Source: an optimization exercise on an open RTL-to-GDS flow (aim: small area, a short achievable clock period and few clock cycles per item). Production flows keep margins and buffers that such runs may drop.
Where RTL was checked, it was by simulation tests only, not by an equivalence proof against the original.
Power is estimated from default activity; no workload was simulated.

==> flow/design.v <==
`timescale 1ns/100ps
`default_nettype none
module cm_top #(
    parameter logic [31:0] RF_BADDR = 32'd0      
) (
    input  wire         clk,
    input  wire         rst_n,
    input  wire  [31:0] rf_addr,
    input  wire         rf_wr,
    input  wire  [31:0] rf_cfg,
    output logic [31:0] rf_sts,
    output logic        mem_ce,
    output logic        mem_we,
    output logic [31:0] mem_addr,
    output logic [7:0]  mem_wr_data,
    input  wire  [7:0]  mem_rd_data
);
    logic sel_op1, sel_op2, sel_res, sel_nop, sel_start, sel_sts;
    logic [31:0] rf_q;
    assign sel_start = rf_wr & (rf_addr == RF_BADDR + 32'd4);
    assign sel_sts   = rf_wr & (rf_addr == RF_BADDR + 32'd5);
    always_ff @(posedge clk or negedge rst_n) begin
        if (!rst_n) begin
            sel_op1 <= 1'b0;
            sel_op2 <= 1'b0;
            sel_res <= 1'b0;
            sel_nop <= 1'b0;
        end else begin
            sel_op1 <= rf_wr & (rf_addr == RF_BADDR + 32'd0);
            sel_op2 <= rf_wr & (rf_addr == RF_BADDR + 32'd1);
            sel_res <= rf_wr & (rf_addr == RF_BADDR + 32'd2);
            sel_nop <= rf_wr & (rf_addr == RF_BADDR + 32'd3);
        end
    end
    always_ff @(posedge clk)
        rf_q <= rf_cfg;
    logic        running;        
    logic        done_q;         
    logic [10:1] s;              
    logic        first;          
    logic        second;         
    logic        last;           
    logic        rot;            
    logic        rz;             
    logic        ait;            
    logic        bit_q;          
    logic        b0;             
    logic [31:0] rd_cnt;         
    logic [31:0] nop_q;
    logic        go, pend, finish;
    logic        r_n, f_n, l_n;
    logic [10:1] s_n;
    assign go     = sel_start & rf_cfg[0] & ~running;
    assign pend   = first ? s[7] : s[10];                      
    assign finish = last & s[10];
    always_comb begin
        r_n = running;
        f_n = first;
        l_n = last;
        s_n = 10'd1;
        if (!running) begin
            if (go) begin
                r_n = 1'b1;
                f_n = 1'b1;
                l_n = 1'b0;
            end
        end else if (finish) begin
            r_n = 1'b0;
        end else if (pend) begin
            f_n = 1'b0;
            l_n = rz;
        end else if (last && !second && s[1]) begin
            s_n = 10'd1 << 4;                                    
        end else begin
            s_n = {s[9:1], 1'b0};
        end
    end
    always_ff @(posedge clk or negedge rst_n) begin
        if (!rst_n) begin
            running <= 1'b0;
            done_q  <= 1'b0;
            s       <= 10'd1;
            first   <= 1'b0;
            second  <= 1'b0;
            last    <= 1'b0;
            rot     <= 1'b0;
            ait     <= 1'b0;
            bit_q   <= 1'b0;
            b0      <= 1'b0;
            mem_ce  <= 1'b0;
            mem_we  <= 1'b0;
        end else begin
            if (sel_sts)
                done_q <= 1'b0;
            else if (running && finish)
                done_q <= 1'b1;
            running <= r_n;
            first   <= f_n;
            last    <= l_n;
            s       <= s_n;
            if (!running)
                second <= 1'b0;
            else if (pend)
                second <= first;
            rot     <= running & (((s[1] | s[3]) & ~last) |
                                  (first & s[6] & ~rz) |
                                  (~first & s[9] & (last | ~rz)));
            ait     <= running & (((s[6] | s[7] | s[8] | s[9]) & ~last) |
                                  (second & (s[1] | s[2])));
            bit_q   <= ait;
            b0      <= running & s[7] & ~last;
            mem_ce  <= r_n & ((|s_n[4:1]) ? ~l_n : ~f_n);
            mem_we  <= ~(|s_n[4:1]);
        end
    end
    always_ff @(posedge clk) begin
        if (sel_nop)
            nop_q <= rf_q;
        if (!running)
            rd_cnt <= 32'd0;
        else if (s[1] && !last)
            rd_cnt <= rd_cnt + 32'd1;
        rz <= (rd_cnt == nop_q);
    end
    assign rf_sts = {31'd0, done_q};
    logic [31:0] b_p, c_p, inc;
    assign inc = mem_addr + {31'd0, mem_ce};
    always_ff @(posedge clk or negedge rst_n) begin
        if (!rst_n) begin
            mem_addr <= 32'd0;
            b_p      <= 32'd0;
            c_p      <= 32'd0;
        end else begin
            if (sel_op1)
                mem_addr <= rf_q;
            else if (rot)
                mem_addr <= b_p;
            else
                mem_addr <= inc;
            if (sel_op2)
                b_p <= rf_q;
            else if (rot)
                b_p <= c_p;
            if (sel_res)
                c_p <= rf_q;
            else if (rot)
                c_p <= inc;
        end
    end
    logic [7:0] s_q, x1, y1, x2r, y2r, x2n, y2n;
    assign x2n = s[4] ? {mem_rd_data[3:0], mem_rd_data[7:4]} : {x2r[1:0], x2r[7:2]};
    assign y2n = s[5] ? {mem_rd_data[5:0], mem_rd_data[7:6]} : {y2r[1:0], y2r[7:2]};
    always_ff @(posedge clk) begin
        s_q <= mem_rd_data;                                       
        if (s[3]) begin
            x1 <= s_q;
            y1 <= mem_rd_data;
        end
        x2r <= x2n;
        y2r <= y2n;
    end
    function automatic logic [2:0] bdec(input logic [2:0] w);
        bdec = {w[2],
                (w[2] & ~w[1] & ~w[0]) | (~w[2] & w[1] & w[0]),
                w[1] ^ w[0]};
    endfunction
    function automatic logic [11:0] bterm(input logic [7:0] m, input logic [2:0] d, input logic inv);
        logic        neg;
        logic [10:0] mag;
        neg = d[2] ^ inv;
        mag = d[0] ? {{3{m[7]}}, m} : (d[1] ? {{2{m[7]}}, m, 1'b0} : 11'd0);
        bterm = {neg, mag ^ {11{neg}}};
    endfunction
    logic [2:0] dx, dy;              
    always_ff @(posedge clk) begin
        dx <= bdec({x2n[1:0], x2n[7] & ~s[6]});
        dy <= bdec({y2n[1:0], y2n[7] & ~s[6]});
    end
    logic [11:0] ta, tb, tc, td;
    logic [10:0] abx, aby;
    logic        cbx, cby;
    assign ta = bterm(x1, dx, 1'b0);
    assign tb = bterm(y1, dy, 1'b1);
    assign tc = bterm(x1, dy, 1'b0);
    assign td = bterm(y1, dx, 1'b0);
    always_ff @(posedge clk) begin
        abx <= ta[10:0] + tb[10:0] + {10'd0, ta[11]};
        cbx <= tb[11];
        aby <= tc[10:0] + td[10:0] + {10'd0, tc[11]};
        cby <= td[11];
    end
    logic [8:0]  px, py;
    logic [7:0]  lx, ly, lyn;
    logic [10:0] tx, ty;
    assign tx  = (b0 ? 11'd0 : {{2{px[8]}}, px}) + abx + {10'd0, cbx};
    assign ty  = (b0 ? 11'd0 : {{2{py[8]}}, py}) + aby + {10'd0, cby};
    assign lyn = bit_q ? {ty[1:0], ly[7:2]} : ly;
    always_ff @(posedge clk) begin
        if (bit_q) begin
            px <= tx[10:2];
            py <= ty[10:2];
            lx <= {tx[1:0], lx[7:2]};
            ly <= lyn;
        end
    end
    always_ff @(posedge clk) begin
        if (s[4] || (s[1] && last))
            mem_wr_data <= lyn;
        else if (s[5])
            mem_wr_data <= py[7:0];
        else if (s[6])
            mem_wr_data <= {8{py[8]}};
        else if (s[7])
            mem_wr_data <= lx;
        else if (s[8])
            mem_wr_data <= px[7:0];
        else if (s[9])
            mem_wr_data <= {8{mem_wr_data[7]}};
    end
endmodule
`default_nettype wire
Settings: LEC_CHECK=0, ABC_CLOCK_PERIOD_IN_PS=2400, CAP_MARGIN=20, CORE_MARGIN=2, CORE_UTILIZATION=40, PLACE_DENSITY=0.6, SETUP_SLACK_MARGIN=2.65, SLEW_MARGIN=20; clock period 5.0 ns.
standard.sh (not shown) runs the stock make flow with config.mk's settings and CLKGATE_MAP_FILE= SYNTH_SCRIPT=/design/flow/synth_recipe.tcl, a recipe that flattens the netlist after the stock synthesis.
==> flow/flow/run.sh <==
#!/bin/bash
# Standard layout, with plain buffers (instead of delay buffers) on the ports.
export BUFFER_PORTS_ARGS="-buffer_cell sky130_fd_sc_hd__buf_2"
bash standard.sh > standard.log 2>&1
The starting point produced a clean layout.
Testbench counts at the start, summed over its fixed seeds: cycles 15,065, ops 1,445.
Change:
==> flow/flow/run.sh (replaced) <==
#!/bin/bash
# Standard layout, with plain buffers (instead of delay buffers) on the ports
# and power recovery (downsizing off the critical paths) after global routing.
export BUFFER_PORTS_ARGS="-buffer_cell sky130_fd_sc_hd__buf_2"
export RECOVER_POWER=100
bash standard.sh > standard.log 2>&1
ABC_CLOCK_PERIOD_IN_PS = not set   (was 2400)
After rerunning: The new run produced a layout that fails on capacitance limit, slew limit. Clock-buffer cell count does not change. Combinational power came out lower by about 3%. First-iteration DRC count shrinks by 12%. Setup slack got worse by 1.2 ns.
Change:
--- a/flow/flow/run.sh
+++ b/flow/flow/run.sh
@@ -3 +3 @@
-# and power recovery (downsizing off the critical paths) after global routing.
+# and a clock tree without dummy loads.
@@ -5 +5 @@
-export RECOVER_POWER=100
+export CTS_ARGS="-sink_clustering_enable -repair_clock_nets -dont_use_dummy_load"
The new run completed with no timing, DRC or antenna violations.
Worst setup slack improved by 1.2 ns.
Utilization stays flat.
Clock-buffer cell count falls by 18.
Clock skew rises by 0.026 ns.
Sequential power barely changes.
Cell area hardly moves.
Clock power falls by 14%.
Routed wire length falls by 1.3%.
Total power falls by 6.7%.
Global-route usage hardly moves.
Hold slack barely changes.


== run A ==
RTL: the design.v shown in full above, as it stands there.
clock: 5.0 ns
lec_check: 0
cap_margin: 20
core_margin: 2
core_utilization: 40
place_density: 0.6
setup_slack_margin: 2.65
slew_margin: 20
==> flow/flow/run.sh <==
#!/bin/bash
# Standard layout, with plain buffers (instead of delay buffers) on the ports
# and a clock tree of small buffers without dummy loads.
export BUFFER_PORTS_ARGS="-buffer_cell sky130_fd_sc_hd__buf_2"
export CTS_ARGS="-sink_clustering_enable -repair_clock_nets -dont_use_dummy_load -buf_list {sky130_fd_sc_hd__clkbuf_4 sky130_fd_sc_hd__clkbuf_8}"
bash standard.sh > standard.log 2>&1
Testbench counts of run A, summed over its fixed seeds: cycles 15,065, ops 1,445.
Input changes introduced in run B (baseline for comparison: run A):
- a change of SETUP_SLACK_MARGIN from 2.65 to 2.55
==> flow/flow/run.sh <==
#!/bin/bash
# Standard layout, with plain buffers (instead of delay buffers) on the ports
# and a clock tree without dummy loads.
export BUFFER_PORTS_ARGS="-buffer_cell sky130_fd_sc_hd__buf_2"
export CTS_ARGS="-sink_clustering_enable -repair_clock_nets -dont_use_dummy_load"
bash standard.sh > standard.log 2>&1
Notes after the runs:
Compared with run A, run B shows via count lower by about 0.4%.
Going from run A to run B, the portion of the layout cell area used by non-clock buffers was found to have gone down by 0.87 points.
Run B vs run A — number of post-CTS setup repair buffers dropped 9.
Run B: final instance area is 0.86% lower than what run A reported.
[inputs] run C vs run B
- CTS_BUF_LIST newly set to sky130_fd_sc_hd__clkbuf_4 sky130_fd_sc_hd__clkbuf_8
- SETUP_SLACK_MARGIN changed from 2.55 to 2.65
==> flow/flow/run.sh <==
#!/bin/bash
# Standard layout, with plain buffers (instead of delay buffers) on the ports.
export BUFFER_PORTS_ARGS="-buffer_cell sky130_fd_sc_hd__buf_2"
bash standard.sh > standard.log 2>&1
[summary]
Going from run B to run C, final net count grew by a few percent.
Minimum clock period delta (run C − run B): favourable
Cell area (higher): run C
In run C, core utilization is higher than in run B.
Summary of run C over run B: critical-path maximum fanout decreased by 3 relative to the old numbers, total power saw an increase.
Compared with run B, number of buffers inserted during clock tree synthesis in run C increased by more than a quarter.
Edits applied to the flow inputs when going from run C to run D:
- PLACE_DENSITY changed from 0.6 to 0.7
- CORE_UTILIZATION changed from 40 to 55
- CTS_BUF_LIST removed (was sky130_fd_sc_hd__clkbuf_4 sky130_fd_sc_hd__clkbuf_8)
## What came out
Higher global-route usage over all layers was reported by run D, not run C. Run D has cell area after layout below what run C had. Of run D and run C, the run reporting the higher maximum clock frequency was run C. Measured against run D, the wire length of the first global-routing pass of run C comes out at 1.08 times the reference value. Going from run C to run D, clock-buffer cell count fell by 47%; via count increased 0.60%; starting density of the core grew by 16 points; relative contribution of the clock network to total power ~0 delta; fraction of power spent switching nets went down by 1.1 points. Run D: power per cell area 4.6 nW/µm² above run C.


RTL: the design.v shown in full above, as it stands there.
clock: 5.0 ns
lec_check: 0
cap_margin: 20
core_margin: 2
core_utilization: 40
gpl_timing_driven: 1
place_density: 0.6
setup_slack_margin: 2.65
slew_margin: 20
==> flow/flow/run.sh <==
#!/bin/bash
# Standard layout, with plain buffers (instead of delay buffers) on the ports.
export BUFFER_PORTS_ARGS="-buffer_cell sky130_fd_sc_hd__buf_2"
bash standard.sh > standard.log 2>&1
Testbench counts at the start, summed over its fixed seeds: cycles 15,065, ops 1,445.
Rerun with:
ABC_CLOCK_PERIOD_IN_PS = 1800   (was default)
GPL_TIMING_DRIVEN = default   (was 1)
Effect: Register-to-register slack barely changes. Worst hold slack stays the same. Global-route usage does not change. Utilization does not change. Area after synthesis does not change. Die area is unchanged. Worst setup slack does not change. Via count does not change. Final area stays the same. Wire length is unchanged. Total power does not change.


## job 5123
Another version of the RTL of cm_top (not shown whole).
For scale: roughly 1400 cells after synthesis.
clock: 5.0 ns
lec_check: 0
cap_margin: 20
core_margin: 2
core_utilization: 40
place_density: 0.65
setup_slack_margin: 2.65
slew_margin: 20
Scripts as last shown in full above: flow/flow/run.sh
Inputs modified between job 5123 and job 198:
diff --git a/flow/config.mk b/flow/config.mk
--- a/flow/config.mk
+++ b/flow/config.mk
@@ -9,5 +9,5 @@
 export CORE_MARGIN = 2
 export CORE_UTILIZATION = 40
-export PLACE_DENSITY = 0.65
+export PLACE_DENSITY = 0.6
 export SETUP_SLACK_MARGIN = 2.65
 export SLEW_MARGIN = 20
[summary]
Job 198 completed every stage of the flow, and the final layout passed the timing, design-rule and antenna checks.
Going from job 5123 to job 198, area added between synthesis and finish now larger, routed via count now smaller.
Per the comparison of job 198 with job 5123, area of all placed cells without fillers went up by 0.82%, share of cells above drive strength 1 went up by 1.4 points, power share of the sequential group went down by 0.5 points, combined global-route utilization of all metal layers was more or less identical.
A end point of the critical path of py[8] is what job 5123 shows, while px[6] belongs to job 198.
[job 198 vs job 5123] minimum period implied by the final worst setup slack: higher in job 198
Relative to job 198, the following input files were edited for job 6439:
==> flow/flow/run.sh <==
#!/bin/bash
# Standard layout, with plain buffers (instead of delay buffers) on the ports
# and a clock tree of small buffers without dummy loads.
export BUFFER_PORTS_ARGS="-buffer_cell sky130_fd_sc_hd__buf_2"
export CTS_ARGS="-sink_clustering_enable -repair_clock_nets -dont_use_dummy_load -buf_list {sky130_fd_sc_hd__clkbuf_4 sky130_fd_sc_hd__clkbuf_8}"
bash standard.sh > standard.log 2>&1
## What came out
Job 6439 against job 198: internal power consumption lower; total wire length +about 0.64%; overall power after layout lower; total non-filler cell area in the finished layout now sits lower; setup slack fell 0.078 ns. Job 6439: number of cells in the finished layout apart from fillers 11 below job 198. Detailed-routed wire length on met2 of job 6439 exceeds that of job 198 slightly. There was hardly any difference in non-clock buffer area fraction after layout between job 198 and job 6439.
diff inputs: job 6439 => job 4751
==> flow/flow/run.sh <==
#!/bin/bash
# Standard layout, with plain buffers (instead of delay buffers) on the ports.
export BUFFER_PORTS_ARGS="-buffer_cell sky130_fd_sc_hd__buf_2"
bash standard.sh > standard.log 2>&1
diff --git a/flow/config.mk b/flow/config.mk
--- a/flow/config.mk
+++ b/flow/config.mk
@@ -10,4 +10,4 @@
 export CORE_UTILIZATION = 40
 export PLACE_DENSITY = 0.6
-export SETUP_SLACK_MARGIN = 2.65
+export SETUP_SLACK_MARGIN = 2.75
 export SLEW_MARGIN = 20
Findings:
- Job 6439 -> job 4751: areal power density over the cells increased by more than 10%
- Job 6439 ended up with px[8] as its capturing element of the worst setup path; job 4751 ended up with py[8].
- Job 4751: part of the power in combinational logic 0.2 points below job 6439
- Re global-route usage: job 4751 is 0.16 points down on job 6439.
- Count of inserted antenna diode cells in job 4751 vs job 6439: up 1
- Compared with job 6439, job 4751 has extra setup slack.
- Compared with job 6439, in job 4751 final critical-path share of the clock period fell 1.6 points; core utilization climbed 1.6 points; clock buffer instance count of the final layout shrank by 21%.
- Job 6439 -> job 4751: average size of a mapped cell delta 0, exact match
- Looking at minimum clock period after layout, job 4751 sits 0.079 ns below job 6439.
Function was not checked in any run of this note: the RTL went through the layout flow alone.


Another version of the RTL of cm_top (not shown whole).
Size in the first run: ~1400 cells after synthesis, roughly 290 flip-flops.
export LEC_CHECK = 0
export CAP_MARGIN = 20
export CORE_MARGIN = 2
export CORE_UTILIZATION = 40
export PLACE_DENSITY = 0.6
export SETUP_SLACK_MARGIN = 2.45
export SLEW_MARGIN = 20
create_clock -name core_clock -period 5.0 [get_ports {clk}]
==> flow/flow/run.sh <==
#!/bin/bash
# Standard layout, with plain buffers (instead of delay buffers) on the ports
# and a clock tree without dummy loads.
export BUFFER_PORTS_ARGS="-buffer_cell sky130_fd_sc_hd__buf_2"
export CTS_ARGS="-sink_clustering_enable -repair_clock_nets -dont_use_dummy_load"
bash standard.sh > standard.log 2>&1
Testbench counts at the start, summed over its fixed seeds: cycles 15,065, ops 1,445.
Then changed:
--- a/flow/config.mk
+++ b/flow/config.mk
@@ -12 +12 @@
-export SETUP_SLACK_MARGIN = 2.45
+export SETUP_SLACK_MARGIN = 2.35
=>
- die area does not change
- total power came out lower by 2.8%
- critical path depth came out higher by 2
- routed wire length came out higher by 0.81%
- setup slack degrades by 0.071 ns
- area after synthesis does not change
- fmax came out lower by 2.8%
- utilization came out lower by 0.50 points

## re-timing with driven ports
How much do the figures lean on ideal ports? The routed layouts below were timed once more, with nothing changed but the port constraints. Step 1 assumes that a clkbuf_16 drives the clock port and a buf_2 every other input. Step 2 adds t to the input delays and takes it off the output delays; t is the mean of the earliest and latest rising clock arrival at the registers after step 1. Input paths then give back, and output paths get back, about the clock's delay inside the block. Slacks: ideal / step 1 / step 2; pairs: ideal / step 1.
run	t, ns	setup slack, ns	worst slew at a driven data input, ns	pins driven straight from the clock port
the first run of note 1	0.567	2.629 / 2.629 / 2.625	0.04	1
the second run of note 1	0.568	1.455 / 1.455 / 1.328	0.04	1
the third run of note 1	0.552	2.640 / 2.640 / 2.640	0.04	1
run A	0.623	2.638 / 2.638 / 2.600	0.04	1
run B	0.561	2.573 / 2.573 / 2.573	0.06	1
run C	0.649	2.588 / 2.588 / 2.588	0.04	1
run D	0.563	2.537 / 2.537 / 2.537	0.03	1
the first run of note 3	0.567	2.629 / 2.629 / 2.625	0.04	1
the second run of note 3	0.567	2.629 / 2.629 / 2.625	0.04	1
job 5123	0.567	2.523 / 2.523 / 2.523	0.05	1
job 198	0.575	2.493 / 2.493 / 2.493	0.07	1
job 6439	0.640	2.415 / 2.415 / 2.415	0.07	1
job 4751	0.579	2.493 / 2.493 / 2.493	0.07	1
the first run of note 5	0.538	2.496 / 2.523 / 1.985	0.12	1
the second run of note 5	0.587	2.425 / 2.440 / 1.853	0.09	1
The setup slack of the second run of note 5, which loses most, moves by +0.015 ns with the drivers and by -0.572 ns with both steps. Setup slack includes reset recovery checks.
